This is an optimization exercise on Yosys and OpenROAD, whose aim is small area, a short achievable clock period and few clock cycles per item, not a production implementation. Where RTL was checked, it was by simulation tests only, not by an equivalence proof against the original. Function not checked in run 1: the RTL went through the layout flow alone. Power figures rest on the tool's default switching activity, not on a simulated workload.

$ cat config.mk
export PLATFORM = sky130hd
export DESIGN_NAME = first_fit_block_allocator
export DESIGN_NICKNAME = first_fit_block_allocator
export VERILOG_FILES = /design/flow/design.v
export SDC_FILE = /design/flow/constraint.sdc
export NUM_CORES = 4
export LEC_CHECK = 0
export CAP_MARGIN = 20
export CORE_MARGIN = 2
export CORE_UTILIZATION = 40
export SLEW_MARGIN = 20
$ cat constraint.sdc
create_clock -name core_clock -period 5.0 [get_ports {clk}]
set_input_delay 1.0000 -clock core_clock [delete_from_list [all_inputs] [get_ports {clk}]]
set_output_delay 1.0000 -clock core_clock [all_outputs]
set_load 0.01 [all_outputs]
$ cat design.v
package ffa_pkg;
    localparam logic OP_ALLOC = 1'b0;
    localparam logic OP_FREE  = 1'b1;
    localparam logic [1:0] ST_ALLOCATED = 2'd0;
    localparam logic [1:0] ST_NO_FIT    = 2'd1;
    localparam logic [1:0] ST_FREED     = 2'd2;
    localparam logic [1:0] ST_NOT_FOUND = 2'd3;
    localparam int BYTES_W = 10;
endpackage
import ffa_pkg::*;
module first_fit_block_allocator
#(
    parameter int ARENA_BYTES  = 1024,
    parameter int ALIGN_BYTES  = 16,
    parameter int HEADER_BYTES = 16
)
(
    input  logic                clk,
    input  logic                rst_n,
    input  logic                req_valid,
    output logic                req_stall,
    input  logic                operation,
    input  logic [BYTES_W-1:0]  request_bytes,
    input  logic [BYTES_W-1:0]  free_offset,
    output logic                rsp_valid,
    input  logic                rsp_stall,
    output logic [1:0]          status,
    output logic [BYTES_W-1:0]  data_offset
);
    localparam int N = 64;
    function automatic [2:0] low8(input logic [7:0] v);
        logic [2:0] k;
        k = 3'd7;
        for (int i = 6; i >= 0; i--)
            if (v[i])
                k = 3'(i);
        low8 = k;
    endfunction
    function automatic [N:0] dec_eq(input logic [6:0] v);
        logic [8:0] heq;
        logic [7:0] leq;
        logic [N:0] eq;
        for (int a = 0; a < 9; a++)
            heq[a] = (v[6:3] == 4'(a));
        for (int b = 0; b < 8; b++)
            leq[b] = (v[2:0] == 3'(b));
        for (int x = 0; x <= N; x++)
            eq[x] = heq[x / 8] & leq[x % 8];
        dec_eq = eq;
    endfunction
    function automatic [N-1:0] dec_ge(input logic [5:0] v);
        logic [7:0] hlt, heq;
        logic [7:0] lle;
        logic [N-1:0] ge;
        for (int a = 0; a < 8; a++)
        begin
            hlt[a] = (v[5:3] < 3'(a));
            heq[a] = (v[5:3] == 3'(a));
        end
        for (int b = 0; b < 8; b++)
            lle[b] = (v[2:0] <= 3'(b));
        for (int x = 0; x < N; x++)
            ge[x] = hlt[x / 8] | (heq[x / 8] & lle[x % 8]);
        dec_ge = ge;
    endfunction
    logic       ir_valid;
    logic       ir_op;
    logic [6:0] ir_arg;      
    logic [5:0] ir_c1;       
    logic [5:0] ir_c2;
    logic       ir_rz;       
    logic       sk_valid;
    logic       proc;
    logic [6:0] arg_in, r_in;
    logic [5:0] c1_in, c2_in;
    assign r_in = {1'b0, request_bytes[9:4]} + {6'd0, |request_bytes[3:0]};
    always_comb
    begin
        if (operation == OP_FREE)
            arg_in = {(free_offset[3:0] == 4'd0) && (free_offset[9:4] != 6'd0),
                      free_offset[9:4] - 6'd1};
        else
            arg_in = r_in + 7'd1;
        for (int j = 0; j < 6; j++)
        begin
            c1_in[j] = (r_in >> (j + 1)) != 7'd0;
            c2_in[j] = c1_in[j] & r_in[j];
        end
    end
    assign req_stall = ir_valid & sk_valid;
    assign proc      = ir_valid & ~sk_valid;
    always_ff @(posedge clk or negedge rst_n)
    begin
        if (!rst_n)
            ir_valid <= 1'b0;
        else if (!req_stall)
            ir_valid <= req_valid;
    end
    always_ff @(posedge clk)
    begin
        if (!req_stall)
        begin
            ir_op  <= operation;
            ir_arg <= arg_in;
            ir_c1  <= c1_in;
            ir_c2  <= c2_in;
            ir_rz  <= (r_in == 7'd0);
        end
    end
    logic [N-1:0] fr;
    logic [N-1:1] st_r;
    logic [N+1:0] st;        
    assign st = {2'b11, st_r, 1'b1};
    logic         p_valid;
    logic [5:0]   p_g;
    logic [6:0]   p_h;
    logic [N:0]   p_eq_g, p_eq_h;
    assign p_eq_g = p_valid ? dec_eq({1'b0, p_g}) : '0;
    assign p_eq_h = p_valid ? dec_eq(p_h) : '0;
    logic [N-1:0] p_split, fr_t, st_t, fs_t;
    always_comb
    begin
        for (int x = 0; x < N; x++)
        begin
            p_split[x] = p_eq_h[x] & ~st[x] & ~st[x+1];
            fr_t[x]    = (fr[x] & ~p_eq_g[x] & ~p_eq_h[x+1] & ~(p_eq_h[x] & ~st[x] & st[x+1]))
                         | p_split[x];
            st_t[x]    = st[x] | p_split[x];
            fs_t[x]    = (st[x] & fr[x] & ~p_eq_g[x]) | p_split[x];
        end
    end
    logic [N-1:0] f [7];
    always_comb
    begin
        f[0] = ~st[N:1];
        for (int j = 0; j < 6; j++)
            f[j+1] = f[j] & ((f[j] >> (1 << j)) | {N{~ir_c1[j]}})
                          & ((f[j] >> (2 << j)) | {N{~ir_c2[j]}});
    end
    logic [N-1:0] a_win;
    logic [7:0]   a_grp;
    logic [2:0]   a_lo [8];
    logic [2:0]   a_hi;
    logic         a_fit;
    logic [5:0]   a_g;
    assign a_win = fs_t & (f[6] | {N{ir_rz}});
    always_comb
    begin
        for (int a = 0; a < 8; a++)
        begin
            a_grp[a] = |a_win[8*a +: 8];
            a_lo[a]  = low8(a_win[8*a +: 8]);
        end
    end
    assign a_hi  = low8(a_grp);
    assign a_fit = |a_grp;
    assign a_g   = {a_hi, a_lo[a_hi]};
    logic [6:0] a_hg [8];
    logic [6:0] a_h;
    always_comb
    begin
        for (int a = 0; a < 8; a++)
            a_hg[a] = {4'(a), a_lo[a]} + ir_arg;
    end
    assign a_h = a_hg[a_hi];
    logic [N-1:0] f_ge, f_eq, f_in, f_t, f_blk;
    assign f_ge = ir_arg[6] ? dec_ge(ir_arg[5:0]) : '0;
    assign f_eq = ir_arg[6] ? dec_eq({1'b0, ir_arg[5:0]}) : '0;
    assign f_in = f_ge & (st[N-1:0] ^ f_eq);
    always_comb
    begin
        f_t[0] = f_in[0];
        for (int x = 1; x < N; x++)
            f_t[x] = f_t[x-1] | f_in[x];
    end
    assign f_blk = f_ge & ~f_t;
    logic         do_free;
    logic [N-1:0] fr_f;
    logic         f_found;
    assign do_free = proc & (ir_op == OP_FREE);
    assign fr_f    = fr_t | ({N{do_free}} & f_blk);
    assign f_found = |(st_t & f_eq);
    always_ff @(posedge clk or negedge rst_n)
    begin
        if (!rst_n)
        begin
            fr[0]     <= 1'b1;
            fr[N-1]   <= 1'b1;
            st_r      <= '0;
            p_valid   <= 1'b0;
        end
        else
        begin
            fr[0]     <= fr_f[0];
            fr[N-1]   <= fr_f[N-1];
            st_r    <= st_t[N-1:1] & ~(fr_f[N-1:1] & fr_f[N-2:0]);
            p_valid <= proc & (ir_op == OP_ALLOC) & a_fit;
        end
    end
    always_ff @(posedge clk)
        fr[N-2:1] <= fr_f[N-2:1];
    always_ff @(posedge clk)
    begin
        p_g <= a_g;
        p_h <= a_h;
    end
    logic [1:0] n_st;
    always_comb
    begin
        if (ir_op == OP_FREE)
            n_st = f_found ? ST_FREED : ST_NOT_FOUND;
        else
            n_st = a_fit ? ST_ALLOCATED : ST_NO_FIT;
    end
    logic       take;
    logic       rv_reg;
    logic [1:0] h_st, s_st;
    logic [5:0] h_g, s_g;
    assign take = rv_reg & ~rsp_stall;
    always_ff @(posedge clk or negedge rst_n)
    begin
        if (!rst_n)
        begin
            rv_reg   <= 1'b0;
            sk_valid <= 1'b0;
        end
        else
        begin
            if (!rv_reg || take)
                rv_reg <= sk_valid | proc;
            if (sk_valid)
                sk_valid <= ~take;
            else
                sk_valid <= proc & rv_reg & ~take;
        end
    end
    always_ff @(posedge clk)
    begin
        if (!rv_reg || take)
        begin
            h_st <= sk_valid ? s_st : n_st;
            h_g  <= sk_valid ? s_g  : a_g;
        end
        if (!sk_valid)
        begin
            s_st <= n_st;
            s_g  <= a_g;
        end
    end
    assign rsp_valid   = rv_reg;
    assign status      = h_st;
    assign data_offset = (h_st == ST_ALLOCATED) ? {h_g + 6'd1, 4'd0} : '0;
endmodule
$ cat run.sh
#!/bin/bash
# synth_recipe.tcl (not shown) runs the flow's synth.tcl, then flattens the netlist and writes it again
# the make line also repeats each setting of config.mk as NAME=value (left out here)
make -C /OpenROAD-flow-scripts/flow DESIGN_CONFIG=/design/flow/config.mk WORK_HOME=/design/flow/orfs CLKGATE_MAP_FILE= SYNTH_SCRIPT=/design/flow/synth_recipe.tcl finish
==> results.py, run 1 <==
metrics = {
    "finish": {
        "largest_register_ff_count": 64,
        "final_nets": 3164,
        "syn2layout_area_growth_pct": 40.5,
        "largest-register": "fr",
        "fillers": 4265,
        "largest_registers": "fr x64, st_r x63",
        "drive_gt1_frac": 0.313,
    },
    "drt": {
        "routedWlPerCell_um": 32.3,
        "drc": 0,
        "antenna_left": 0,
        "vias_per_cell": 7.02,
        "routed_wl_mm": 121,
        "first_pass_iters": 12,
        "drt_iter0_drc": 4415,
        "num_vias": 26300,
    },
    "die": {
        "die_area_um2": 47700,
        "placementRows": 78,
        "fp.dieW_um": 218,
        "ioPinCount": 39,
        "die_y_um": 218,
        "start_util": 0.405,
        "coreArea_um2": 45400,
    },
    "pwr": {
        "ir_worst_vdd_v": 0.000277,
        "power_w": 0.00688,
        "p_leak_nw": 10.6,
        "p_per_area_nw_per_um2": 266,
    },
    "timing": {
        "setup_viol": 7,
        "post-route-period-util": 1.09,
        "tightest_slew_ps": 1330,
        "finalSetupTns_ps": -1810,
        "fin_crit_ps": 5470,
        "slew_headroom": 0.108,
        "final-hold-violation-count": 0,
        "rsz0062_at_grt": "true",
        "final.setup_skew_ps": 16.3,
        "fmax_mhz": 183,
        "fin_ws_ps": -473,
        "finalMaxSlewViolations": 0,
    },
    "synthesis": {
        "ys.flop_type": "dfxtp_1",
        "ys_async_sr_fraction": 0.381,
        "synth_area_um2": 18400,
        "synth-seq-area-share": 0.232,
        "synth_edf_count": 29,
        "avgSynthCellArea_um2": 7.27,
        "syn_inst": 2531,
        "ys_ff_latch": 181,
        "ys_types": 107,
        "yosysWarnings": 4,
    },
    "clocking": {
        "clock_latency_ps": 480,
        "ctsHoldBuffers": 0,
        "cts_tree": "done",
        "htree_num_levels": 4,
        "cts.path.max_buffers": 2,
        "numCtsBuffers": 17,
        "cts.clk_slew.worst_paths_ps": 80,
        "clock-sinks": 181,
        "cts_root_buf": "clkbuf_16",
    },
    "run_status": {
        "outcome": "complete, but fails checks",
        "check.faults": "setup timing",
    },
    "critical_path": {
        "crit_chain": "buf_4 -> a221o_1 -> a21oi_1 -> o211ai_1 -> buf_4 -> a2111oi_4 -> buf_4 -> buf_4 -> nand4_1 -> o311ai_2 -> buf_4 -> or4_1 -> o2111a_2 -> buf_4 -> o211ai_1 -> nand3_1 -> a221oi_2 -> a21oi_2 -> ha_1 -> a21oi_1 -> o21bai_1 -> a21o_1 -> a21oi_2 -> xnor2_1",
        "cpPeakStageDelay_ps": 520,
        "end_kind": "flip-flop",
        "cp_top_family": "compound AO/OA/AOI/OAI gates",
        "critPathKind": "flip-flop to flip-flop",
        "required_ps": 5410,
        "worst_ep_arrival_time_ps": 5890,
        "start_kind": "flip-flop",
        "cp_max_fo": 6,
        "cp_num_buf_inv": 6,
        "cp_slowest_cell": "dfrtp_1",
        "cp_common_cell": "buf_4",
    },
    "worst_hold_path": {
        "hold_path_class": "flip-flop to flip-flop",
    },
    "global_route": {
        "grt_usage": 0.493,
        "grt_max_degree": 38,
        "overflow": 0,
        "antenna_found_initial": 10,
        "grt_pass1_vias": 24600,
        "grt_pass1_wl_mm": 169,
    },
    "placed_design": {
        "hpwl_mm": 96.0,
        "gp_congestion": 1.15,
        "port-buffer-count": 34,
    },
    "flow_run": {
        "maxCapViolations": 0,
    },
}
==> synth_stat cells (all sizes together) (23+ instances only) <==
cell / number / share of area
o221ai: 29 / 0.014
o22ai: 41 / 0.014
a221oi: 57 / 0.030
nor2: 239 / 0.049
clkbuf: 194 / 0.040
nor3: 85 / 0.023
inv: 59 / 0.012
nor4: 60 / 0.022
nand2b: 26 / 0.0088
a221o: 87 / 0.047
a31oi: 34 / 0.012
nand3: 50 / 0.014
xnor2: 29 / 0.014
o31ai: 30 / 0.012
a211oi: 36 / 0.015
o21ai: 239 / 0.066
buf: 62 / 0.018
nand4: 24 / 0.0082
o21a: 43 / 0.018
or3: 23 / 0.0078
dfrtp: 67 / 0.091
a21oi: 284 / 0.077
dfxtp: 83 / 0.090
nand2: 152 / 0.031
edfxtp: 29 / 0.047
a21o: 37 / 0.015
o211ai: 34 / 0.014
and2: 24 / 0.0082
==> layout make-up <==
| cell class | instances | area [um2] | share of cell area |
|---|---|---|---|
| Antenna cell | 5 | 12.5 | 0.000484 |
| Tap cell | 600 | 751 | 0.0291 |
| Sequential cell | 181 | 4270 | 0.165 |
| Clock inverter | 15 | 144 | 0.00557 |
| Inverter | 61 | 229 | 0.00886 |
| Multi-Input combinational cell | 2036 | 13500 | 0.521 |
| Timing Repair Buffer | 827 | 6550 | 0.253 |
| Clock buffer | 17 | 425 | 0.0165 |
==> metrics by stage <==
stage | worst slack, ps | utilization | area (um2) | hold slack, ps | std cells
2_1_floorplan | -2.87 | - | 18400 | 408 | 2534
3_3_place_gp | -641 | 0.538 | 24400 | 422 | 3673
3_5_place_dp | -721 | 0.538 | 24400 | 447 | 3673
4_1_cts | -377 | 0.560 | 25400 | 462 | 3721
5_1_grt | -632 | 0.569 | 25800 | 499 | 3737
6_report | -473 | 0.569 | 25800 | 463 | 3742
==> timing repair <==
action	4_1_cts	5_1_grt
pin swaps	28	17
cloned	0	0
hold endpoints to repair	0	0
resized for setup	73	48
setup buffers	16	16
endpoints found under the setup margin	8	13
==> where the power goes <==
part	internal [W]	switching (W)	leakage [nW]
Combinational	0.00137	0.00212	8.38
Clock	0.000697	0.000699	0.271
Sequential	0.00182	0.000163	1.91
Total	0.00389	0.00299	10.6
==> per-layer routing <==
layer | GRT usage | wire length [um] | vias up
met5 | 0.00729 | 64 | -
met4 | 0.352 | 10700 | 10
met3 | 0.189 | 16600 | 619
met2 | 0.719 | 49200 | 2065
met1 | 0.589 | 44200 | 12500
li1 | - | - | 11100
==> cells by family after synthesis <==
family          after synthesis  synth area share
flops                       181             0.232
mux                          10           0.00558
buf+inv                     317            0.0702
simple gates                826             0.234
fa+ha+maj                    16            0.0112
xor+xnor                     43            0.0205
other cells                   1          0.000204
compound gates             1137             0.426
==> worst paths after layout <==
path                                     from            endpoint  slack [ps]  cells past startpoint
max in group asynchronous               rst_n  st_r[44]$_DFF_PN0_        3410                      2
max reg2reg                st_r[50]$_DFF_PN0_      p_h[6]$_DFF_P_        -470                     24
min reg2reg                    s_g[5]$_DFF_P_      s_g[5]$_DFF_P_         460                      2
min in group asynchronous               rst_n  st_r[19]$_DFF_PN0_         540                      1
min                            s_g[5]$_DFF_P_      s_g[5]$_DFF_P_         460                      2
max                        st_r[50]$_DFF_PN0_      p_h[6]$_DFF_P_        -470                     24
==> worst min-delay path, stage by stage, from the launching register on <==
cell and delay (ps):
dfxtp_1 320, nand2_1 50, nand2_1 60
==> cell usage in the layout (no fill, tap or decap), types with 20 or more instances in the layout <==
| master | Yosys | final |
|---|---|---|
| xnor2_1 | 29 | 28 |
| o211ai_1 | 34 | 34 |
| inv_1 | 59 | 59 |
| and2_1 | 23 | 22 |
| a21oi_1 | 284 | 276 |
| a221o_1 | 85 | 85 |
| a21o_1 | 37 | 37 |
| clkdlybuf4s50_1 | 0 | 33 |
| nor2_1 | 239 | 238 |
| o21ai_0 | 236 | 226 |
| a31oi_1 | 34 | 33 |
| nand3_1 | 50 | 48 |
| dfrtp_1 | 67 | 63 |
| o31ai_1 | 30 | 28 |
| nand2_1 | 152 | 152 |
| nand4_1 | 24 | 24 |
| o21a_1 | 43 | 43 |
| a221oi_1 | 49 | 28 |
| edfxtp_1 | 29 | 29 |
| buf_4 | 7 | 772 |
| nor4_1 | 57 | 56 |
| or3_1 | 23 | 21 |
| o221ai_1 | 28 | 22 |
| nor3_1 | 85 | 82 |
| a211oi_1 | 36 | 28 |
| o22ai_1 | 41 | 40 |
| dfxtp_1 | 83 | 83 |
| nand2b_1 | 26 | 26 |
| a221oi_2 | 7 | 24 |
| buf_12 | 0 | 20 |
==> inputs of run 2 (changes only) <==
--- a/design.v
+++ b/design.v
@@ -69,7 +69,7 @@
     logic [5:0] ir_c1;       
     logic [5:0] ir_c2;
     logic       ir_rz;       
-    logic       sk_valid;
+    logic       sk_valid;    
     logic       proc;
     logic [6:0] arg_in, r_in;
     logic [5:0] c1_in, c2_in;
@@ -113,7 +113,9 @@
     assign st = {2'b11, st_r, 1'b1};
     logic         p_valid;
     logic [5:0]   p_g;
+    logic [6:0]   p_m;
     logic [6:0]   p_h;
+    assign p_h    = 7'(p_g) + p_m;
     logic [N:0]   p_eq_g, p_eq_h;
     assign p_eq_g = p_valid ? dec_eq({1'b0, p_g}) : '0;
     assign p_eq_h = p_valid ? dec_eq(p_h) : '0;
@@ -133,9 +135,10 @@
     always_comb
     begin
         f[0] = ~st[N:1];
-        for (int j = 0; j < 6; j++)
+        for (int j = 0; j < 5; j++)
             f[j+1] = f[j] & ((f[j] >> (1 << j)) | {N{~ir_c1[j]}})
                           & ((f[j] >> (2 << j)) | {N{~ir_c2[j]}});
+        f[6] = f[5] & {N{~ir_c1[5]}};
     end
     logic [N-1:0] a_win;
     logic [7:0]   a_grp;
@@ -155,14 +158,6 @@
     assign a_hi  = low8(a_grp);
     assign a_fit = |a_grp;
     assign a_g   = {a_hi, a_lo[a_hi]};
-    logic [6:0] a_hg [8];
-    logic [6:0] a_h;
-    always_comb
-    begin
-        for (int a = 0; a < 8; a++)
-            a_hg[a] = {4'(a), a_lo[a]} + ir_arg;
-    end
-    assign a_h = a_hg[a_hi];
     logic [N-1:0] f_ge, f_eq, f_in, f_t, f_blk;
     assign f_ge = ir_arg[6] ? dec_ge(ir_arg[5:0]) : '0;
     assign f_eq = ir_arg[6] ? dec_eq({1'b0, ir_arg[5:0]}) : '0;
@@ -202,7 +197,7 @@
     always_ff @(posedge clk)
     begin
         p_g <= a_g;
-        p_h <= a_h;
+        p_m <= ir_arg;
     end
     logic [1:0] n_st;
     always_comb
@@ -214,40 +209,42 @@
     end
     logic       take;
     logic       rv_reg;
-    logic [1:0] h_st, s_st;
-    logic [5:0] h_g, s_g;
-    assign take = rv_reg & ~rsp_stall;
+    logic [1:0] q_v;
+    logic       q_wp, q_rp;
+    logic [1:0] q_st [2];
+    logic [5:0] q_g  [2];
+    assign take     = rv_reg & ~rsp_stall;
+    assign sk_valid = &q_v;
     always_ff @(posedge clk or negedge rst_n)
     begin
         if (!rst_n)
         begin
-            rv_reg   <= 1'b0;
-            sk_valid <= 1'b0;
-        end
-        else
-        begin
-            if (!rv_reg || take)
-                rv_reg <= sk_valid | proc;
-            if (sk_valid)
-                sk_valid <= ~take;
-            else
-                sk_valid <= proc & rv_reg & ~take;
-        end
-    end
-    always_ff @(posedge clk)
-    begin
-        if (!rv_reg || take)
-        begin
-            h_st <= sk_valid ? s_st : n_st;
-            h_g  <= sk_valid ? s_g  : a_g;
-        end
-        if (!sk_valid)
-        begin
-            s_st <= n_st;
-            s_g  <= a_g;
-        end
+            rv_reg <= 1'b0;
+            q_v    <= 2'b00;
+            q_wp   <= 1'b0;
+            q_rp   <= 1'b0;
+        end
+        else
+        begin
+            for (int i = 0; i < 2; i++)
+                q_v[i] <= (q_v[i] & ~(take & (q_rp == 1'(i)))) | (proc & (q_wp == 1'(i)));
+            if (proc)
+                q_wp <= ~q_wp;
+            if (take)
+                q_rp <= ~q_rp;
+            rv_reg <= take ? (q_v[~q_rp] | proc) : (rv_reg | proc);
+        end
+    end
+    always_ff @(posedge clk)
+    begin
+        for (int i = 0; i < 2; i++)
+            if (q_wp == 1'(i) && !q_v[i])
+            begin
+                q_st[i] <= n_st;
+                q_g[i]  <= a_g;
+            end
     end
     assign rsp_valid   = rv_reg;
-    assign status      = h_st;
-    assign data_offset = (h_st == ST_ALLOCATED) ? {h_g + 6'd1, 4'd0} : '0;
+    assign status      = q_st[q_rp];
+    assign data_offset = (q_st[q_rp] == ST_ALLOCATED) ? {q_g[q_rp] + 6'd1, 4'd0} : '0;
 endmodule
--- a/config.mk
+++ b/config.mk
@@ -8,4 +8,6 @@
 export CAP_MARGIN = 20
 export CORE_MARGIN = 2
 export CORE_UTILIZATION = 40
+export GPL_TIMING_DRIVEN = 0
+export SETUP_SLACK_MARGIN = 0.3
 export SLEW_MARGIN = 20
==> run 2 against run 1 <==
  * Now clean on timing, DRC and antenna
  * Die area down 0.30%
  * Sequential share of layout area up 2.4 points
  * Critical path depth shrank 10
  * Synthesized cell count fell by 2.0%
  * Clock power is essentially flat
  * Clock-buffer cell count grew 1
  * Critical path type unchanged
==> results.py, run 2 <==
metrics = {
    "timing": {
        "slew_headroom": 0.182,
        "fmax_mhz": 205,
        "setup_viol": 0,
        "rsz0062_at_grt": "true",
        "fin_crit_ps": 4870,
        "tightest_slew_ps": 1230,
        "finalSetupTns_ps": 0,
        "final.setup_skew_ps": 13.0,
        "whs_ps": 388,
        "final-hold-violation-count": 0,
        "finalMaxSlewViolations": 0,
        "post-route-period-util": 0.974,
    },
    "critical_path": {
        "cpPeakStageDelay_ps": 650,
        "required_ps": 5270,
        "end_kind": "flip-flop",
        "start_kind": "flip-flop",
        "crit_chain": "ha_4 -> fa_2 -> buf_4 -> buf_12 -> xnor2_4 -> or3_1 -> buf_6 -> clkbuf_1 -> nor2_1 -> a21oi_1 -> o22ai_1 -> a22oi_1 -> nand4_1 -> o32ai_4",
        "cp_slowest_cell": "clkbuf_1",
        "worst_ep_arrival_time_ps": 5140,
        "cp_max_fo": 10,
        "critPathKind": "flip-flop to flip-flop",
    },
    "flow_run": {
        "maxCapViolations": 0,
    },
    "pwr": {
        "ir_worst_vdd_v": 0.000345,
        "swShare": 0.572,
        "p_leak_nw": 8.05,
        "p_int_w": 0.00485,
        "p_switching_w": 0.00648,
        "comb_power_share": 0.683,
        "p_per_area_nw_per_um2": 489,
        "clkPwrFrac": 0.124,
        "pwr-share-seq": 0.194,
    },
    "global_route": {
        "grt_pass1_vias": 23300,
        "antenna_found_initial": 14,
        "grt_usage": 0.529,
        "grt_max_degree": 51,
        "grt_pass1_wl_mm": 178,
        "overflow": 0,
    },
    "drt": {
        "drc": 0,
        "routedWlPerCell_um": 40.0,
        "drt_iter0_drc": 5125,
        "first_pass_iters": 12,
        "vias_per_cell": 7.95,
        "antenna_left": 0,
        "num_vias": 25900,
        "routed_wl_mm": 130,
    },
    "finish": {
        "syn2layout_area_growth_pct": 26.5,
        "largest_registers": "fr x64, st_r x63, q_g x12",
        "final_nets": 2678,
        "drive_gt1_frac": 0.228,
        "largest_register_ff_count": 64,
        "layout_commonest_cell": "a21oi_1",
        "largest-register": "fr",
        "layout.cells.most_common_list": "a21oi_1 (261), nor2_1 (218), o21ai_0 (202), nand2_1 (167), buf_4 (112)",
        "final_core_util": 0.512,
    },
    "synthesis": {
        "synth-seq-area-share": 0.239,
        "avgSynthCellArea_um2": 7.39,
        "synth.top_cells.by_area": "dfrtp_1 (9.6%), dfxtp_1 (8.2%), a21oi_1 (7.6%), o21ai_0 (6.0%), edfxtp_1 (5.9%)",
        "synth_area_um2": 18300,
        "yosysMostFrequentCell": "a21oi_1",
        "ys_types": 106,
        "post-synth-top-area-cell": "dfrtp_1",
        "synth.top_cells.by_count": "a21oi_1 (279), nor2_1 (228), o21ai_0 (220)",
        "ys_ff_latch": 183,
        "synth_edf_count": 36,
        "syn_inst": 2480,
        "synth_top_area_share": 0.0955,
        "ys_async_sr_fraction": 0.393,
        "yosysWarnings": 5,
        "ys.flop_type": "dfxtp_1",
    },
    "die": {
        "die_area_um2": 47600,
        "ioPinCount": 39,
        "coreArea_um2": 45300,
        "start_util": 0.405,
        "fp.dieW_um": 218,
        "die_y_um": 218,
        "placementRows": 78,
    },
    "placed_design": {
        "gp_congestion": 1.20,
        "hpwl_mm": 97.5,
        "port-buffer-count": 33,
    },
    "clocking": {
        "cts.clk_slew.worst_paths_ps": 80,
        "ctsHoldBuffers": 0,
        "cts_tree": "done",
        "cts.path.max_buffers": 2,
        "htree_num_levels": 4,
        "cts_root_buf": "clkbuf_16",
        "clock_latency_ps": 500,
        "numCtsBuffers": 17,
        "clock-sinks": 183,
    },
    "run_status": {
        "outcome": "complete, no violations",
    },
    "worst_hold_path": {
        "hold_path_class": "flip-flop to flip-flop",
    },
}
==> run 2: path summary, 6_finish.rpt <==
| kind | depth (start not counted) | endpoint | slack, ps | startpoint |
|---|---|---|---|---|
| setup / recovery | 14 | q_st[1][0]$_DFFE_PP_ | 130 | p_m[0]$_DFF_P_ |
| hold / removal | 0 | p_m[3]$_DFF_P_ | 390 | ir_arg[3]$_DFFE_PN_ |
| setup reg to reg | 14 | q_st[1][0]$_DFFE_PP_ | 130 | p_m[0]$_DFF_P_ |
| hold reg to reg | 0 | p_m[3]$_DFF_P_ | 390 | ir_arg[3]$_DFFE_PN_ |
| max in group asynchronous | 2 | st_r[26]$_DFF_PN0_ | 3850 | rst_n |
| min in group asynchronous | 1 | st_r[42]$_DFF_PN0_ | 460 | rst_n |
==> run 2: per-layer routing <==
| layer | vias up | share of wire | global-route usage | wire [um] |
|---|---|---|---|---|
| met4 | 10 | 0.12 | 0.459 | 15200 |
| met1 | 12100 | 0.33 | 0.604 | 43100 |
| li1 | 10100 | - | - | - |
| met2 | 2689 | 0.39 | 0.749 | 51300 |
| met5 | - | 0.00051 | 0.00313 | 66 |
| met3 | 950 | 0.16 | 0.230 | 20500 |
==> run 2: through the flow <==
step	total power (W)	setup WS, ps	area (um2)	instances
after global placement	0.00778	-1610	19400	3116
after CTS	0.0100	305	21600	3199
after floorplan	0.00542	659	18300	2483
final	0.0113	129	23200	3257
after detailed placement	0.00781	-973	19500	3120
after global routing	0.0114	143	23200	3251
==> run 2: area by class of cell <==
| cell class | count | area (um2) |
|---|---|---|
| well taps | 600 | 751 |
| fillers | 4385 | 22100 |
| flip-flops and latches | 183 | 4390 |
| clock inverters | 14 | 151 |
| diodes | 6 | 15.0 |
| clock buffers | 18 | 429 |
| inverters | 50 | 198 |
| multi-input cells | 2011 | 14800 |
| repair buffers | 136 | 1190 |
| plain buffers | 239 | 1240 |
==> run 2: timing repair <==
action,CTS,global route
resized for setup,257,266
buffers inserted,46,52
hold endpoints to repair,0,0
cloned,1,0
pin swaps,36,61
setup endpoints to repair,90,57
==> run 2: power by group through the flow <==
stage                     Clock (W)  Combinational [W]  Sequential (W)
after floorplan                   0            0.00335         0.00208
after global placement            0            0.00561         0.00217
after detailed placement          0            0.00563         0.00219
after CTS                   0.00138            0.00651         0.00216
after global routing        0.00144            0.00774         0.00221
final                       0.00140            0.00774         0.00219
==> run 2: kinds of logic after synthesis <==
| family | count (synthesis) | share of synthesized area |
|---|---|---|
| compound gates | 1141 | 0.438 |
| xor+xnor | 39 | 0.0186 |
| fa+ha+maj | 15 | 0.0106 |
| buf+inv | 290 | 0.0665 |
| flops | 183 | 0.239 |
| mux | 13 | 0.00764 |
| other cells | 1 | 0.000205 |
| simple gates | 798 | 0.219 |
==> run 2: critical path: cells and delay by family (launching register included) <==
family	cells	cell delay, ps
buf+inv	4	1120
xor+xnor	1	260
simple gates	3	640
fa+ha+maj	2	550
flops	1	370
compound gates	4	1690
Testbench counts of run 2, summed over its fixed seeds: cycles 4,016, items 4,000.
==> inputs of run 3 (changes only) <==
--- a/config.mk
+++ b/config.mk
@@ -9,5 +9,5 @@
 export CORE_MARGIN = 2
 export CORE_UTILIZATION = 40
 export GPL_TIMING_DRIVEN = 0
-export SETUP_SLACK_MARGIN = 0.3
+export SETUP_SLACK_MARGIN = 0.5
 export SLEW_MARGIN = 20
==> run 3 against run 2 <==
  * Die area is the same
  * Clock skew rose by 4.0 ps
  * Worst setup slack worse by 18 ps
  * Clock power hardly changed
  * Critical path depth rose by 3
  * Sequential cell count did not move
  * Area after synthesis unchanged
  * Via count about the same
==> results.py, run 3 <==
metrics = {
    "clocking": {
        "cts_tree": "done",
        "cts_root_buf": "clkbuf_16",
        "cts.path.max_buffers": 2,
        "ctsHoldBuffers": 0,
        "numCtsBuffers": 17,
        "htree_num_levels": 4,
        "cts.clk_slew.worst_paths_ps": 80,
        "clock-sinks": 183,
        "clock_latency_ps": 500,
    },
    "synthesis": {
        "synth_edf_count": 36,
        "ys_ff_latch": 183,
        "ys_async_sr_fraction": 0.393,
        "synth_area_um2": 18300,
        "yosysMostFrequentCell": "a21oi_1",
        "synth.top_cells.by_area": "dfrtp_1 (9.6%), dfxtp_1 (8.2%), a21oi_1 (7.6%), o21ai_0 (6.0%), edfxtp_1 (5.9%)",
        "avgSynthCellArea_um2": 7.39,
        "synth-seq-area-share": 0.239,
        "synth.top_cells.by_count": "a21oi_1 (279), nor2_1 (228), o21ai_0 (220)",
        "yosysWarnings": 5,
        "ys.flop_type": "dfxtp_1",
        "synth_top_area_share": 0.0955,
        "ys_types": 106,
        "syn_inst": 2480,
        "post-synth-top-area-cell": "dfrtp_1",
    },
    "timing": {
        "setup_viol": 0,
        "final.setup_skew_ps": 17.0,
        "finalMaxSlewViolations": 0,
        "final-hold-violation-count": 0,
        "fin_ws_ps": 111,
        "fmax_mhz": 205,
        "tightest_slew_ps": 1080,
        "rsz0062_at_grt": "true",
        "fin_crit_ps": 4890,
        "post-route-period-util": 0.978,
        "slew_headroom": 0.269,
    },
    "finish": {
        "syn2layout_area_growth_pct": 27.2,
        "fillers": 4365,
        "final_nets": 2683,
        "largest_registers": "fr x64, st_r x63, q_g x12",
        "largest-register": "fr",
        "layout_commonest_cell": "a21oi_1",
        "layout.cells.most_common_list": "a21oi_1 (260), nor2_1 (216), o21ai_0 (204), nand2_1 (167), buf_4 (117)",
        "stdcell_count": 3259,
        "largest_register_ff_count": 64,
        "drive_gt1_frac": 0.237,
    },
    "global_route": {
        "grt_usage": 0.532,
        "grt_pass1_wl_mm": 179,
        "grt_pass1_vias": 23500,
        "grt_max_degree": 51,
        "overflow": 0,
        "antenna_found_initial": 5,
    },
    "drt": {
        "first_pass_iters": 10,
        "drt_iter0_drc": 4807,
        "num_vias": 25900,
        "drc": 0,
        "routedWlPerCell_um": 39.7,
        "routed_wl_mm": 129,
        "vias_per_cell": 7.94,
        "antenna_left": 0,
    },
    "placed_design": {
        "gp_congestion": 1.20,
        "hpwl_mm": 97.5,
        "dp_slack_ps": -973,
        "dp.cells": 3120,
        "port-buffer-count": 33,
    },
    "worst_hold_path": {
        "hp-start": "ir_arg[3]$_DFFE_PN_",
        "whs_path_depth": 0,
        "hold_end": "p_m[3]$_DFF_P_",
        "hold_path_class": "flip-flop to flip-flop",
    },
    "die": {
        "ioPinCount": 39,
        "coreArea_um2": 45300,
        "die_area_um2": 47600,
        "start_util": 0.405,
        "placementRows": 78,
        "die_y_um": 218,
        "fp.dieW_um": 218,
    },
    "critical_path": {
        "cpPeakStageDelay_ps": 520,
        "cp.depth": 17,
        "ff2ff_path_depth": 17,
        "cp_num_buf_inv": 5,
        "cp_slowest_cell": "a21oi_1",
        "r2r_start": "ir_c1[0]$_DFFE_PN_",
        "worst_ep_arrival_time_ps": 5230,
        "reg2reg_slack_ps": 110,
        "cp_max_fo": 10,
        "r2r-end": "q_g[1][0]$_DFFE_PP_",
        "cp_top_family": "compound AO/OA/AOI/OAI gates",
        "end_kind": "flip-flop",
        "required_ps": 5340,
        "start_kind": "flip-flop",
        "crit_chain": "buf_6 -> buf_6 -> a221o_2 -> a221oi_4 -> buf_4 -> o221a_2 -> a21oi_1 -> a2111oi_4 -> o2bb2ai_1 -> or3b_4 -> or2_1 -> clkbuf_2 -> a2111oi_0 -> a21oi_1 -> o21a_1 -> o211ai_1 -> buf_4",
        "critPathKind": "flip-flop to flip-flop",
    },
    "run_status": {
        "outcome": "complete, no violations",
    },
    "pwr": {
        "p_per_area_nw_per_um2": 495,
        "p_leak_nw": 8.14,
        "ir_worst_vdd_v": 0.000317,
    },
    "flow_run": {
        "maxCapViolations": 0,
    },
}
[run 3: cell counts after synthesis]
No cell type changed its count.
[run 3: area by class of cell]
class | instances | area, um2 | share of cell area
Timing Repair Buffer | 139 | 1260 | 0.0540
Inverter | 50 | 201 | 0.00864
Sequential cell | 183 | 4390 | 0.188
Multi-Input combinational cell | 2012 | 14900 | 0.638
Antenna cell | 3 | 7.51 | 0.000322
Clock inverter | 14 | 151 | 0.00649
Clock buffer | 18 | 429 | 0.0184
Buffer | 240 | 1260 | 0.0540
Tap cell | 600 | 751 | 0.0322
[run 3: power by group]
group / switching, W / leakage [nW] / internal, W
Combinational: 0.00562 / 5.92 / 0.00233
Clock: 0.000727 / 0.287 / 0.000670
Sequential: 0.000238 / 1.93 / 0.00195
[run 3: layer usage]
layer,up-vias,wire length (um),track usage
met2,2722,51200,0.760
met4,2,15300,0.451
met3,907,19200,0.217
met5,-,58,0.0208
met1,12100,43500,0.614
li1,10100,-,-
[run 3: worst max path at each step]
stage                  startpoint              endpoint
2_1_floorplan      p_g[0]$_DFF_P_   q_g[0][2]$_DFFE_PP_
3_3_place_gp   st_r[60]$_DFF_PN0_   q_g[0][2]$_DFFE_PP_
3_5_place_dp       p_m[0]$_DFF_P_  q_st[0][0]$_DFFE_PP_
4_1_cts            p_m[0]$_DFF_P_  q_st[1][0]$_DFFE_PP_
5_1_grt            p_m[0]$_DFF_P_   q_g[1][1]$_DFFE_PP_
6_report       ir_c1[0]$_DFFE_PN_   q_g[1][0]$_DFFE_PP_
[run 3: kinds of logic after synthesis]
logic type / after synthesis / synth area share
mux: 13 / 0.00764
other cells: 1 / 0.000205
xor+xnor: 39 / 0.0186
simple gates: 798 / 0.219
fa+ha+maj: 15 / 0.0106
flops: 183 / 0.239
buf+inv: 290 / 0.0665
compound gates: 1141 / 0.438
[run 3: worst register-to-register path, cell delays in order, from the launching register on]
cell and delay [ps]:
edfxtp_1 460, buf_6 220, buf_6 170, a221o_2 390
a221oi_4 120, buf_4 190, o221a_2 260, a21oi_1 520
a2111oi_4 160, o2bb2ai_1 200, or3b_4 520, or2_1 260
clkbuf_2 170, a2111oi_0 430, a21oi_1 80, o21a_1 210
o211ai_1 190, buf_4 200
[run 3: stage by stage]
stage	utilization	setup TNS, ps	cell area, um2	hold slack (ps)	total power, W
final	0.515	0	23300	390	0.0115
after global routing	0.515	0	23300	390	0.0116
after global placement	0.429	-65670	19400	361	0.00778
after detailed placement	0.431	-26700	19500	367	0.00781
after CTS	0.488	0	22100	387	0.0103
after floorplan	-	0	18300	343	0.00542
[run 3: what timing repair did]
item,4_1_cts,5_1_grt
gates cloned,2,0
setup endpoints to repair,108,60
pin swaps,44,51
setup buffers,62,40
resized for setup,329,208
==> inputs of run 4 (changes only) <==
--- a/design.v
+++ b/design.v
@@ -155,9 +155,20 @@
             a_lo[a]  = low8(a_win[8*a +: 8]);
         end
     end
-    assign a_hi  = low8(a_grp);
+    logic [7:0] a_gh;
+    always_comb
+    begin
+        for (int a = 0; a < 8; a++)
+            a_gh[a] = a_grp[a] && ((a_grp & ((8'd1 << a) - 8'd1)) == 8'd0);
+        a_hi = '0;
+        a_g  = '0;
+        for (int a = 0; a < 8; a++)
+        begin
+            a_hi = a_hi | ({3{a_gh[a]}} & 3'(a));
+            a_g  = a_g  | ({6{a_gh[a]}} & {3'(a), a_lo[a]});
+        end
+    end
     assign a_fit = |a_grp;
-    assign a_g   = {a_hi, a_lo[a_hi]};
     logic [N-1:0] f_ge, f_eq, f_in, f_t, f_blk;
     assign f_ge = ir_arg[6] ? dec_ge(ir_arg[5:0]) : '0;
     assign f_eq = ir_arg[6] ? dec_eq({1'b0, ir_arg[5:0]}) : '0;
--- a/config.mk
+++ b/config.mk
@@ -9,5 +9,5 @@
 export CORE_MARGIN = 2
 export CORE_UTILIZATION = 40
 export GPL_TIMING_DRIVEN = 0
-export SETUP_SLACK_MARGIN = 0.5
+export SETUP_SLACK_MARGIN = 0.8
 export SLEW_MARGIN = 20
==> run 4 against run 3 <==
  * Hold slack gained 73 ps
  * Sequential power fell by 2%
  * Global-route usage about the same
  * Largest power group unchanged
==> results.py, run 4 <==
metrics = {
    "synthesis": {
        "synth-seq-area-share": 0.234,
        "synth.top_cells.by_count": "a21oi_1 (270), nor2_1 (234), o21ai_0 (182)",
        "yosysMostFrequentCell": "a21oi_1",
        "synth.top_cells.by_area": "dfrtp_1 (9.3%), dfxtp_1 (8.0%), a21oi_1 (7.2%), edfxtp_1 (5.8%), o21ai_0 (4.9%)",
        "ys.flop_type": "dfxtp_1",
        "synth_edf_count": 36,
        "avgSynthCellArea_um2": 7.45,
        "ys_types": 111,
        "post-synth-top-area-cell": "dfrtp_1",
        "synth_top_area_share": 0.0934,
        "ys_ff_latch": 183,
        "synth_area_um2": 18800,
        "yosysWarnings": 5,
        "ys_async_sr_fraction": 0.393,
        "syn_inst": 2517,
    },
    "critical_path": {
        "worst_ep_arrival_time_ps": 4870,
        "start_kind": "flip-flop",
        "cp_max_fo": 10,
        "required_ps": 5140,
        "end_kind": "flip-flop",
        "critPathKind": "flip-flop to flip-flop",
    },
    "finish": {
        "layout.cells.most_common_list": "a21oi_1 (248), nor2_1 (228), o21ai_0 (164), nand2_1 (162), buf_4 (129)",
        "largest-register": "fr",
        "stdcell_count": 3328,
        "largest_registers": "fr x64, st_r x63, q_g x12",
        "layout_commonest_cell": "a21oi_1",
        "largest_register_ff_count": 64,
        "drive_gt1_frac": 0.239,
        "final_nets": 2734,
        "fillers": 4518,
        "multiInputGateArea_um2": 15100,
        "final_core_util": 0.514,
        "syn2layout_area_growth_pct": 27.3,
        "regArea_um2": 4390,
    },
    "drt": {
        "routed_wl_mm": 132,
        "antenna_left": 0,
        "vias_per_cell": 7.95,
        "drc": 0,
        "highest_layer": "met5",
        "drt_iter0_drc": 5425,
        "num_vias": 26500,
        "first_pass_iters": 10,
        "m1WireLength_mm": 44.8,
        "route.met3.wl_mm": 21.4,
        "routedWlPerCell_um": 39.6,
        "wl_met2_mm": 50.9,
    },
    "pwr": {
        "pwr-share-seq": 0.224,
        "comb_power_share": 0.627,
        "clkPwrFrac": 0.148,
        "p_int_w": 0.00430,
        "p_leak_nw": 8.45,
        "swShare": 0.550,
        "p_per_area_nw_per_um2": 401,
        "power_w": 0.00956,
        "ir_worst_vdd_v": 0.000339,
        "p_switching_w": 0.00526,
    },
    "die": {
        "fp.dieW_um": 221,
        "die_y_um": 221,
        "placementRows": 79,
        "start_util": 0.404,
        "die_area_um2": 48600,
        "ioPinCount": 39,
        "coreArea_um2": 46500,
    },
    "worst_hold_path": {
        "hold_path_class": "flip-flop to flip-flop",
    },
    "clocking": {
        "cts_root_buf": "clkbuf_16",
        "cts.clk_slew.worst_paths_ps": 90,
        "ctsHoldBuffers": 0,
        "numCtsBuffers": 17,
        "cts_tree": "done",
        "htree_num_levels": 4,
        "clock-sinks": 183,
        "cts.path.max_buffers": 2,
        "clock_latency_ps": 480,
    },
    "placed_design": {
        "dp.cells": 3163,
        "port-buffer-count": 33,
        "gp_congestion": 1.17,
        "hpwl_mm": 97.1,
        "dp_slack_ps": -918,
    },
    "timing": {
        "post-route-period-util": 0.946,
        "fin_crit_ps": 4730,
        "rsz0062_at_grt": "true",
        "fin_ws_ps": 269,
        "finalMaxSlewViolations": 0,
        "final.setup_skew_ps": 14.2,
        "slew_headroom": 0.157,
        "final-hold-violation-count": 0,
        "finalSetupTns_ps": 0,
        "tightest_slew_ps": 1260,
        "setup_viol": 0,
        "fmax_mhz": 211,
    },
    "run_status": {
        "outcome": "complete, no violations",
    },
    "global_route": {
        "grt_max_degree": 44,
        "grt_usage": 0.531,
        "grt_pass1_vias": 23900,
        "antenna_found_initial": 14,
        "overflow": 0,
        "grt_pass1_wl_mm": 182,
    },
    "flow_run": {
        "maxCapViolations": 0,
    },
}
run 4: changes by cell type after synthesis, sizes merged, moves of 8 or more:
cell / change
nor3: +12
xnor2: +9
a211oi: -9
nand2: -15
and2: +12
a211o: +10
o211ai: +10
a31oi: -8
a21oi: -9
a21o: +15
nand3: +11
o22ai: -10
o21ai: -38
run 4: stage by stage:
stage / cell area [um2] / hold slack, ps
final: 23900 / 463
after detailed placement: 19900 / 422
after CTS: 23100 / 445
after global placement: 19900 / 404
after global routing: 23800 / 466
after floorplan: 18800 / 358
run 4: path summary, 6_finish.rpt:
check                                         start  slack [ps]  cells after the start             endpoint
worst max-delay path                ir_rz$_DFFE_PN_         270                     10  q_g[0][0]$_DFFE_PP_
worst min-delay path            ir_arg[0]$_DFFE_PN_         460                      0       p_m[0]$_DFF_P_
worst max register to register      ir_rz$_DFFE_PN_         270                     10  q_g[0][0]$_DFFE_PP_
worst min register to register  ir_arg[0]$_DFFE_PN_         460                      0       p_m[0]$_DFF_P_
max in group asynchronous                     rst_n        3780                      2      fr[0]$_DFF_PN1_
min in group asynchronous                     rst_n         480                      1   st_r[62]$_DFF_PN0_
run 4: routing by layer:
layer  track usage  vias to the layer above
li1              -                    10300
met1         0.616                    12400
met2         0.729                     2883
met3         0.257                      929
met4         0.447                        6
met5        0.0101                        -
run 4: final cells by class:
type / instances / share of cell area
Antenna cell: 14 / 0.00147
Buffer: 250 / 0.0556
Clock buffer: 17 / 0.0178
Clock inverter: 15 / 0.00645
Inverter: 56 / 0.00917
Multi-Input combinational cell: 2031 / 0.634
Sequential cell: 183 / 0.184
Tap cell: 607 / 0.0318
Timing Repair Buffer: 155 / 0.0593
run 4: logic make-up (layout without fill, tap and decap cells):
family | Yosys count | in the layout | share of synthesized area
AOI/OAI and AO/OA | 1125 | 1125 | 0.432
xor gates and xnor gates | 48 | 48 | 0.0224
adders and majority gates | 15 | 15 | 0.0104
buffers and inverters | 306 | 493 | 0.0692
DFF | 183 | 183 | 0.234
muxes | 17 | 17 | 0.00967
other | 1 | 18 | 0.000200
and+or+nand+nor | 822 | 822 | 0.222
run 4: timing repair:
item,CTS,global route
pin swaps,62,34
endpoints found under the setup margin,126,73
resized for setup,397,135
gates cloned,3,0
buffers inserted,87,28
run 4: critical path, stage by stage, from the launching register on:
cell and delay [ps]:
edfxtp_1 360, clkbuf_1 360, inv_2 350, clkbuf_1 970, clkbuf_1 780, o41a_1 320, o211ai_1 100, a21o_1 190
a21oi_1 250, a2bb2oi_4 370, nand4_1 320
run 4: power by group through the flow:
stage                     sequential, W  clock (W)  combinational, W
after global placement          0.00215          0           0.00466
final                           0.00215    0.00142           0.00600
after CTS                       0.00213    0.00140           0.00528
after global routing            0.00215    0.00145           0.00601
after detailed placement        0.00216          0           0.00465
after floorplan                 0.00205          0           0.00273
Testbench counts of run 4, summed over its fixed seeds: cycles 4,016, items 4,000.
==> inputs of run 5 (changes only) <==
--- a/config.mk
+++ b/config.mk
@@ -9,5 +9,5 @@
 export CORE_MARGIN = 2
 export CORE_UTILIZATION = 40
 export GPL_TIMING_DRIVEN = 0
-export SETUP_SLACK_MARGIN = 0.8
+export SETUP_SLACK_MARGIN = 0.5
 export SLEW_MARGIN = 20
==> run 5 against run 4 <==
  * Combinational power down 3%
  * Wire length fell by 1.2%
  * Sequential power barely moved
  * First-iteration DRC count grew 1.7%
  * Sequential cell count did not move
  * Clock power about the same
  * Die area stayed put
  * Core utilization shrank 1.4 points
==> results.py, run 5 <==
metrics = {
    "finish": {
        "syn2layout_area_growth_pct": 23.7,
        "fillers": 4594,
        "layout_commonest_cell": "a21oi_1",
        "final_core_util": 0.499,
        "drive_gt1_frac": 0.210,
        "largest-register": "fr",
        "largest_registers": "fr x64, st_r x63, q_g x12",
        "final_area_um2": 23200,
        "final_nets": 2700,
        "stdcell_count": 3292,
        "layout.cells.most_common_list": "a21oi_1 (254), nor2_1 (228), o21ai_0 (167), nand2_1 (159), clkbuf_1 (106)",
        "largest_register_ff_count": 64,
    },
    "worst_hold_path": {
        "hold_path_class": "flip-flop to flip-flop",
    },
    "drt": {
        "highest_layer": "met5",
        "wl_met2_mm": 50.8,
        "m1WireLength_mm": 44.4,
        "vias_per_cell": 7.93,
        "drc": 0,
        "route.met3.wl_mm": 20.5,
        "routedWlPerCell_um": 39.6,
        "antenna_left": 0,
        "routed_wl_mm": 130,
        "num_vias": 26100,
        "first_pass_iters": 8,
        "drt_iter0_drc": 5516,
    },
    "die": {
        "coreArea_um2": 46500,
        "die_area_um2": 48600,
        "placementRows": 79,
        "die_y_um": 221,
        "ioPinCount": 39,
        "start_util": 0.404,
        "fp.dieW_um": 221,
    },
    "synthesis": {
        "yosysWarnings": 5,
        "ys_types": 111,
        "syn_inst": 2517,
        "synth_top_area_share": 0.0934,
        "synth_area_um2": 18800,
        "synth.top_cells.by_count": "a21oi_1 (270), nor2_1 (234), o21ai_0 (182)",
        "avgSynthCellArea_um2": 7.45,
        "yosysMostFrequentCell": "a21oi_1",
        "synth-seq-area-share": 0.234,
        "post-synth-top-area-cell": "dfrtp_1",
        "ys_ff_latch": 183,
        "ys.flop_type": "dfxtp_1",
        "synth_edf_count": 36,
        "synth.top_cells.by_area": "dfrtp_1 (9.3%), dfxtp_1 (8.0%), a21oi_1 (7.2%), edfxtp_1 (5.8%), o21ai_0 (4.9%)",
        "ys_async_sr_fraction": 0.393,
    },
    "pwr": {
        "clkPwrFrac": 0.151,
        "ir_worst_vdd_v": 0.000342,
        "p_leak_nw": 8.12,
        "pwr-share-seq": 0.230,
        "comb_power_share": 0.619,
        "swShare": 0.551,
        "p_per_area_nw_per_um2": 405,
        "p_switching_w": 0.00517,
        "p_int_w": 0.00421,
    },
    "placed_design": {
        "port-buffer-count": 33,
        "gp_congestion": 1.17,
        "detailed_place.area_um2": 19900,
        "dp.cells": 3163,
        "dp_slack_ps": -918,
        "hpwl_mm": 97.1,
    },
    "timing": {
        "final.setup_skew_ps": 15.3,
        "finalMaxSlewViolations": 0,
        "fin_crit_ps": 4740,
        "final-hold-violation-count": 0,
        "fmax_mhz": 211,
        "setup_viol": 0,
        "rsz0062_at_grt": "true",
        "fin_ws_ps": 258,
        "tightest_slew_ps": 1360,
        "post-route-period-util": 0.948,
        "slew_headroom": 0.0915,
    },
    "clocking": {
        "clock-sinks": 183,
        "ctsHoldBuffers": 0,
        "cts.clk_slew.worst_paths_ps": 90,
        "clock_latency_ps": 480,
        "cts.path.max_buffers": 2,
        "numCtsBuffers": 17,
        "cts_tree": "done",
        "cts_root_buf": "clkbuf_16",
        "htree_num_levels": 4,
    },
    "global_route": {
        "antenna_found_initial": 13,
        "grt_usage": 0.525,
        "grt_pass1_wl_mm": 180,
        "overflow": 0,
        "grt_pass1_vias": 23400,
        "grt_max_degree": 44,
    },
    "critical_path": {
        "required_ps": 5260,
        "end_kind": "flip-flop",
        "cp_max_fo": 10,
        "critPathKind": "flip-flop to flip-flop",
        "start_kind": "flip-flop",
        "worst_ep_arrival_time_ps": 5000,
    },
    "flow_run": {
        "maxCapViolations": 0,
    },
    "run_status": {
        "outcome": "complete, no violations",
    },
}
[run 5: changes by cell type in the layout (fill, tap and decap cells not counted), moves of 5 or more]
cell      before  now
a221o_1       66   72
clkbuf_1     101  106
nor3_2        13    8
buf_6         17    9
nor2b_1       14   19
a21oi_1      248  254
a21oi_2       19   10
a221oi_1      17   23
a221oi_2      35   30
buf_4        129   98
buf_2         32   39
a221o_2       20   14
[run 5: timing repair]
action                                  4_1_cts  5_1_grt
gates resized for setup                     200      255
setup buffers                                33       52
pin swaps                                    23       59
endpoints found under the setup margin      108       66
[run 5: worst max-delay path, stage by stage (launching register included)]
cell	delay (ps)
dfxtp_2	540
ha_1	360
or3b_2	510
o211ai_1	180
or3_1	160
clkbuf_2	270
buf_2	450
nor3_2	230
a21oi_1	350
nor3_1	70
o21ai_0	320
o2111ai_1	280
nor4_1	350
nand4_1	210
o32ai_2	220
[run 5: final timing paths]
check                                        to  cells after the start  slack (ps)           startpoint
min in group asynchronous    st_r[62]$_DFF_PN0_                      1         480                rst_n
hold / removal                   p_m[0]$_DFF_P_                      0         460  ir_arg[0]$_DFFE_PN_
hold reg to reg                  p_m[0]$_DFF_P_                      0         460  ir_arg[0]$_DFFE_PN_
setup reg to reg           q_st[1][0]$_DFFE_PP_                     14         260       p_g[4]$_DFF_P_
setup / recovery           q_st[1][0]$_DFFE_PP_                     14         260       p_g[4]$_DFF_P_
max in group asynchronous       fr[0]$_DFF_PN1_                      2        3790                rst_n
[run 5: cells by family after synthesis]
| group | after synthesis | share of synthesized area |
|---|---|---|
| compound gates | 1125 | 0.432 |
| xor+xnor | 48 | 0.0224 |
| fa+ha+maj | 15 | 0.0104 |
| buf+inv | 306 | 0.0692 |
| flops | 183 | 0.234 |
| mux | 17 | 0.00967 |
| other cells | 1 | 0.000200 |
| simple gates | 822 | 0.222 |
[run 5: power groups by stage]
stage	clock network, W	logic (W)	registers [W]
final	0.00142	0.00581	0.00216
after global routing	0.00144	0.00582	0.00217
after CTS	0.00140	0.00497	0.00213
after detailed placement	0	0.00465	0.00216
after global placement	0	0.00466	0.00215
after floorplan	0	0.00273	0.00205
[run 5: routing by layer]
| layer | vias up | GRT usage |
|---|---|---|
| li1 | 10200 | - |
| met1 | 12300 | 0.612 |
| met2 | 2683 | 0.721 |
| met3 | 880 | 0.253 |
| met4 | 8 | 0.431 |
| met5 | - | 0.0222 |
[run 5: layout make-up]
class                      instances  area, um2  area share
clock inverter                    15        154     0.00663
sequential                       183       4390       0.189
tap                              607        759      0.0327
buffer                           250       1290      0.0554
inverter                          56        221     0.00954
multi-input combinational       2031      14800       0.639
clock buffer                      17        425      0.0183
timing repair buffer             121       1090      0.0472
antenna                           12       30.0     0.00129
[run 5: per-stage QoR]
stage / hold slack (ps) / power (W) / TNS [ps]
floorplan: 358 / 0.00478 / 0
global placement: 404 / 0.00680 / -34340
detailed placement: 422 / 0.00681 / -14360
CTS: 445 / 0.00849 / 0
global route: 464 / 0.00944 / 0
finish: 457 / 0.00939 / 0
==> inputs of run 6 (changes only) <==
--- a/design.v
+++ b/design.v
@@ -48,21 +48,6 @@
             eq[x] = heq[x / 8] & leq[x % 8];
         dec_eq = eq;
     endfunction
-    function automatic [N-1:0] dec_ge(input logic [5:0] v);
-        logic [7:0] hlt, heq;
-        logic [7:0] lle;
-        logic [N-1:0] ge;
-        for (int a = 0; a < 8; a++)
-        begin
-            hlt[a] = (v[5:3] < 3'(a));
-            heq[a] = (v[5:3] == 3'(a));
-        end
-        for (int b = 0; b < 8; b++)
-            lle[b] = (v[2:0] <= 3'(b));
-        for (int x = 0; x < N; x++)
-            ge[x] = hlt[x / 8] | (heq[x / 8] & lle[x % 8]);
-        dec_ge = ge;
-    endfunction
     logic       ir_valid;
     logic       ir_op;
     logic [6:0] ir_arg;      
@@ -169,17 +154,14 @@
         end
     end
     assign a_fit = |a_grp;
-    logic [N-1:0] f_ge, f_eq, f_in, f_t, f_blk;
-    assign f_ge = ir_arg[6] ? dec_ge(ir_arg[5:0]) : '0;
+    logic [N-1:0] f_eq, f_blk;
     assign f_eq = ir_arg[6] ? dec_eq({1'b0, ir_arg[5:0]}) : '0;
-    assign f_in = f_ge & (st[N-1:0] ^ f_eq);
-    always_comb
-    begin
-        f_t[0] = f_in[0];
+    always_comb
+    begin
+        f_blk[0] = f_eq[0];
         for (int x = 1; x < N; x++)
-            f_t[x] = f_t[x-1] | f_in[x];
-    end
-    assign f_blk = f_ge & ~f_t;
+            f_blk[x] = (f_eq[x] & st[x]) | (f_blk[x-1] & ~st[x]);
+    end
     logic         do_free;
     logic [N-1:0] fr_f;
     logic         f_found;
==> run 6 against run 5 <==
  * The layout now fails its checks (setup timing)
  * Critical path depth up 1
  * Worst setup slack got worse by 370 ps
  * Global-route usage down 0.50 points
  * Sequential share of layout area grew 0.66 points
  * Wire length shrank 8.2%
  * Register-to-register slack got worse by 370 ps
  * First-iteration DRC count decreased by 11%
  * Die area is 8.6% lower
  * Hold slack improved by 52 ps
  * Clock skew is 2.1 ps higher
  * Final area is 3.1% lower
  * Combinational power up 91%
  * Critical path type unchanged
  * Critical endpoint is now q_g[0][0]$_DFFE_PP_
==> results.py, run 6 <==
metrics = {
    "critical_path": {
        "r2r_start": "ir_c2[0]$_DFFE_PN_",
        "worst_ep_arrival_time_ps": 5300,
        "r2r-end": "q_g[0][0]$_DFFE_PP_",
        "crit_path_end": "q_g[0][0]$_DFFE_PP_",
        "crit_chain": "buf_6 -> buf_8 -> buf_6 -> a221o_1 -> a221oi_4 -> o221ai_2 -> a21oi_4 -> a41oi_2 -> a211oi_4 -> o21bai_1 -> nor3_1 -> nand3_1 -> nand2b_4 -> a21oi_2 -> or4_4",
        "start_kind": "flip-flop",
        "cp_common_cell": "buf_6",
        "cp_slowest_cell": "or4_4",
        "reg2reg_slack_ps": -110,
        "ff2ff_path_depth": 15,
        "required_ps": 5190,
        "crit_start": "ir_c2[0]$_DFFE_PN_",
        "end_kind": "flip-flop",
        "critPathKind": "flip-flop to flip-flop",
        "cpPeakStageDelay_ps": 630,
        "cp_max_fo": 10,
    },
    "timing": {
        "whs_ps": 509,
        "finalMaxSlewViolations": 0,
        "setup_viol": 2,
        "fin_ws_ps": -109,
        "slew_headroom": 0.108,
        "fin_crit_ps": 5110,
        "fmax_mhz": 196,
        "final-hold-violation-count": 0,
        "rsz0062_at_grt": "true",
        "post-route-period-util": 1.02,
        "final.setup_skew_ps": 17.4,
        "tightest_slew_ps": 1340,
    },
    "placed_design": {
        "detailed_place.area_um2": 18300,
        "hpwl_mm": 87.4,
        "port-buffer-count": 33,
        "gp_congestion": 1.14,
        "dp_slack_ps": -1570,
    },
    "worst_hold_path": {
        "hold_path_class": "input port to async pin",
    },
    "pwr": {
        "p_per_area_nw_per_um2": 659,
        "ir_worst_vdd_v": 0.000552,
        "p_leak_nw": 8.09,
        "power_w": 0.0148,
    },
    "finish": {
        "fillers": 3888,
        "final_nets": 2533,
        "largest_register_ff_count": 64,
        "drive_gt1_frac": 0.234,
        "final_core_util": 0.533,
        "largest-register": "fr",
        "syn2layout_area_growth_pct": 31.3,
        "layout_commonest_cell": "a21oi_1",
        "layout.cells.most_common_list": "a21oi_1 (239), o21ai_0 (230), nor2_1 (174), nand2_1 (144), buf_4 (133)",
        "final_area_um2": 22500,
        "largest_registers": "fr x64, st_r x63, q_g x12",
    },
    "synthesis": {
        "yosysMostFrequentCell": "a21oi_1",
        "post-synth-top-area-cell": "dfrtp_1",
        "ys_types": 93,
        "synth_area_um2": 17100,
        "synth_edf_count": 36,
        "ys.flop_type": "dfxtp_1",
        "synth.top_cells.by_area": "dfrtp_1 (10%), dfxtp_1 (8.8%), a21oi_1 (7.4%), o21ai_0 (7.1%), a221o_1 (6.4%)",
        "synth_top_area_share": 0.102,
        "ys_ff_latch": 183,
        "yosysWarnings": 5,
        "syn_inst": 2298,
        "synth.top_cells.by_count": "a21oi_1 (252), o21ai_0 (244), clkbuf_1 (185)",
        "ys_async_sr_fraction": 0.393,
        "avgSynthCellArea_um2": 7.45,
        "synth-seq-area-share": 0.256,
    },
    "die": {
        "fp.dieW_um": 211,
        "coreArea_um2": 42100,
        "ioPinCount": 39,
        "start_util": 0.406,
        "die_area_um2": 44500,
        "die_y_um": 211,
        "placementRows": 75,
    },
    "drt": {
        "antenna_left": 0,
        "vias_per_cell": 7.96,
        "routed_wl_mm": 120,
        "num_vias": 24300,
        "drc": 0,
        "routedWlPerCell_um": 39.2,
        "drt_iter0_drc": 4886,
        "first_pass_iters": 12,
    },
    "clocking": {
        "cts_tree": "done",
        "numCtsBuffers": 17,
        "cts.clk_slew.worst_paths_ps": 90,
        "clock-sinks": 183,
        "cts.path.max_buffers": 2,
        "clock_latency_ps": 480,
        "ctsHoldBuffers": 0,
        "cts_root_buf": "clkbuf_16",
        "htree_num_levels": 4,
    },
    "global_route": {
        "antenna_found_initial": 7,
        "overflow": 0,
        "grt_max_degree": 39,
        "grt_usage": 0.520,
        "grt_pass1_vias": 21900,
        "grt_pass1_wl_mm": 163,
    },
    "run_status": {
        "outcome": "complete, but fails checks",
        "check.faults": "setup timing",
    },
    "flow_run": {
        "maxCapViolations": 0,
    },
}
## run 6: power by group
| part | total (W) | internal, W | leakage [nW] | switching [W] |
|---|---|---|---|---|
| Clock | 0.00138 | 0.000663 | 0.272 | 0.000719 |
| Combinational | 0.0111 | 0.00373 | 5.85 | 0.00740 |
| Sequential | 0.00229 | 0.00197 | 1.96 | 0.000329 |
## run 6: layout make-up
cell class              count  area (um2)  area share
clock buffers              18         429      0.0191
well taps                 539         674      0.0300
plain buffers             228        1240      0.0552
diodes                      7        17.5    0.000779
repair buffers            174        1610      0.0715
inverters                  52         196     0.00874
flip-flops and latches    183        4410       0.196
multi-input cells        1838       13800       0.612
clock inverters            14         139     0.00618
## run 6: per-stage QoR
step,cells,TNS [ps]
after global routing,3048,0
final,3053,-219
after CTS,2994,0
after detailed placement,2883,-41940
after floorplan,2301,0
after global placement,2873,-76070
## run 6: per-layer routing
layer	wire, um	up-vias	GRT usage
li1	-	9562	-
met3	19100	832	0.221
met5	69	-	0.00111
met1	40800	11400	0.614
met4	13700	6	0.452
met2	46000	2511	0.719
## run 6: worst min-delay path by stage
stage,startpoint,endpoint,cells after the start
after floorplan,ir_arg[0]$_DFFE_PN_,p_m[0]$_DFF_P_,0
after CTS,ir_arg[0]$_DFFE_PN_,p_m[0]$_DFF_P_,0
after detailed placement,ir_arg[0]$_DFFE_PN_,p_m[0]$_DFF_P_,0
after global routing,ir_arg[0]$_DFFE_PN_,p_m[0]$_DFF_P_,0
after global placement,ir_arg[0]$_DFFE_PN_,p_m[0]$_DFF_P_,0
final,rst_n,st_r[58]$_DFF_PN0_,1
## run 6: critical path, delay by kind of cell, from the launching register on
kind / cells / cell delay [ps]
flip-flops: 1 / 460
buffers and inverters: 3 / 440
AO/OA/AOI/OAI: 8 / 2770
AND/OR/NAND/NOR: 4 / 1120
## run 6: logic make-up (layout without fill, tap and decap cells)
family / Yosys count / count (layout) / synth area share
AOI/OAI and AO/OA: 1090 / 1090 / 0.442
and+or+nand+nor: 699 / 699 / 0.206
buffers and inverters: 280 / 486 / 0.0678
DFF: 183 / 183 / 0.256
xor gates and xnor gates: 20 / 20 / 0.0102
adders and majority gates: 14 / 14 / 0.0107
muxes: 11 / 11 / 0.00694
other: 1 / 11 / 0.000219
## run 6: timing repair
action,in CTS,in global routing
endpoints found under the setup margin,125,51
resized for setup,339,184
buffers inserted,78,49
pin swaps,68,43
gates cloned,1,2
Testbench counts of run 6, summed over its fixed seeds: cycles 4,016, items 4,000.

## static timing again, ports no longer ideal
Ports are ideal in the flow. The routed layouts listed here were re-timed in OpenROAD.
Step 1, drivers: a clkbuf_16 drives clk and a buf_2 each remaining input, both assumed.
Step 2 times the ports against the registers' clock, not the clock port: input delays grow and output delays shrink by t, the midpoint of the rising clock arrivals with the driver on.
Three values: ideal ports, drivers, drivers and shift; two values: the first two.
run | t, ns | slack for setup (ns) | clock arrival spread, ns | slew at the worst register clock pin (ns) | cell pins on the clock port's net
run 1 | 0.532 | -0.473 / -0.473 / -0.473 | 0.017 / 0.017 | 0.08 / 0.08 | 1
run 2 | 0.556 | 0.129 / 0.129 / 0.129 | 0.013 / 0.013 | 0.08 / 0.08 | 1
run 3 | 0.546 | 0.111 / 0.111 / 0.111 | 0.017 / 0.017 | 0.08 / 0.08 | 1
run 4 | 0.531 | 0.269 / 0.269 / 0.269 | 0.014 / 0.014 | 0.09 / 0.09 | 1
run 5 | 0.532 | 0.258 / 0.258 / 0.258 | 0.015 / 0.016 | 0.09 / 0.09 | 1
run 6 | 0.528 | -0.109 / -0.109 / -0.109 | 0.017 / 0.017 | 0.09 / 0.09 | 1
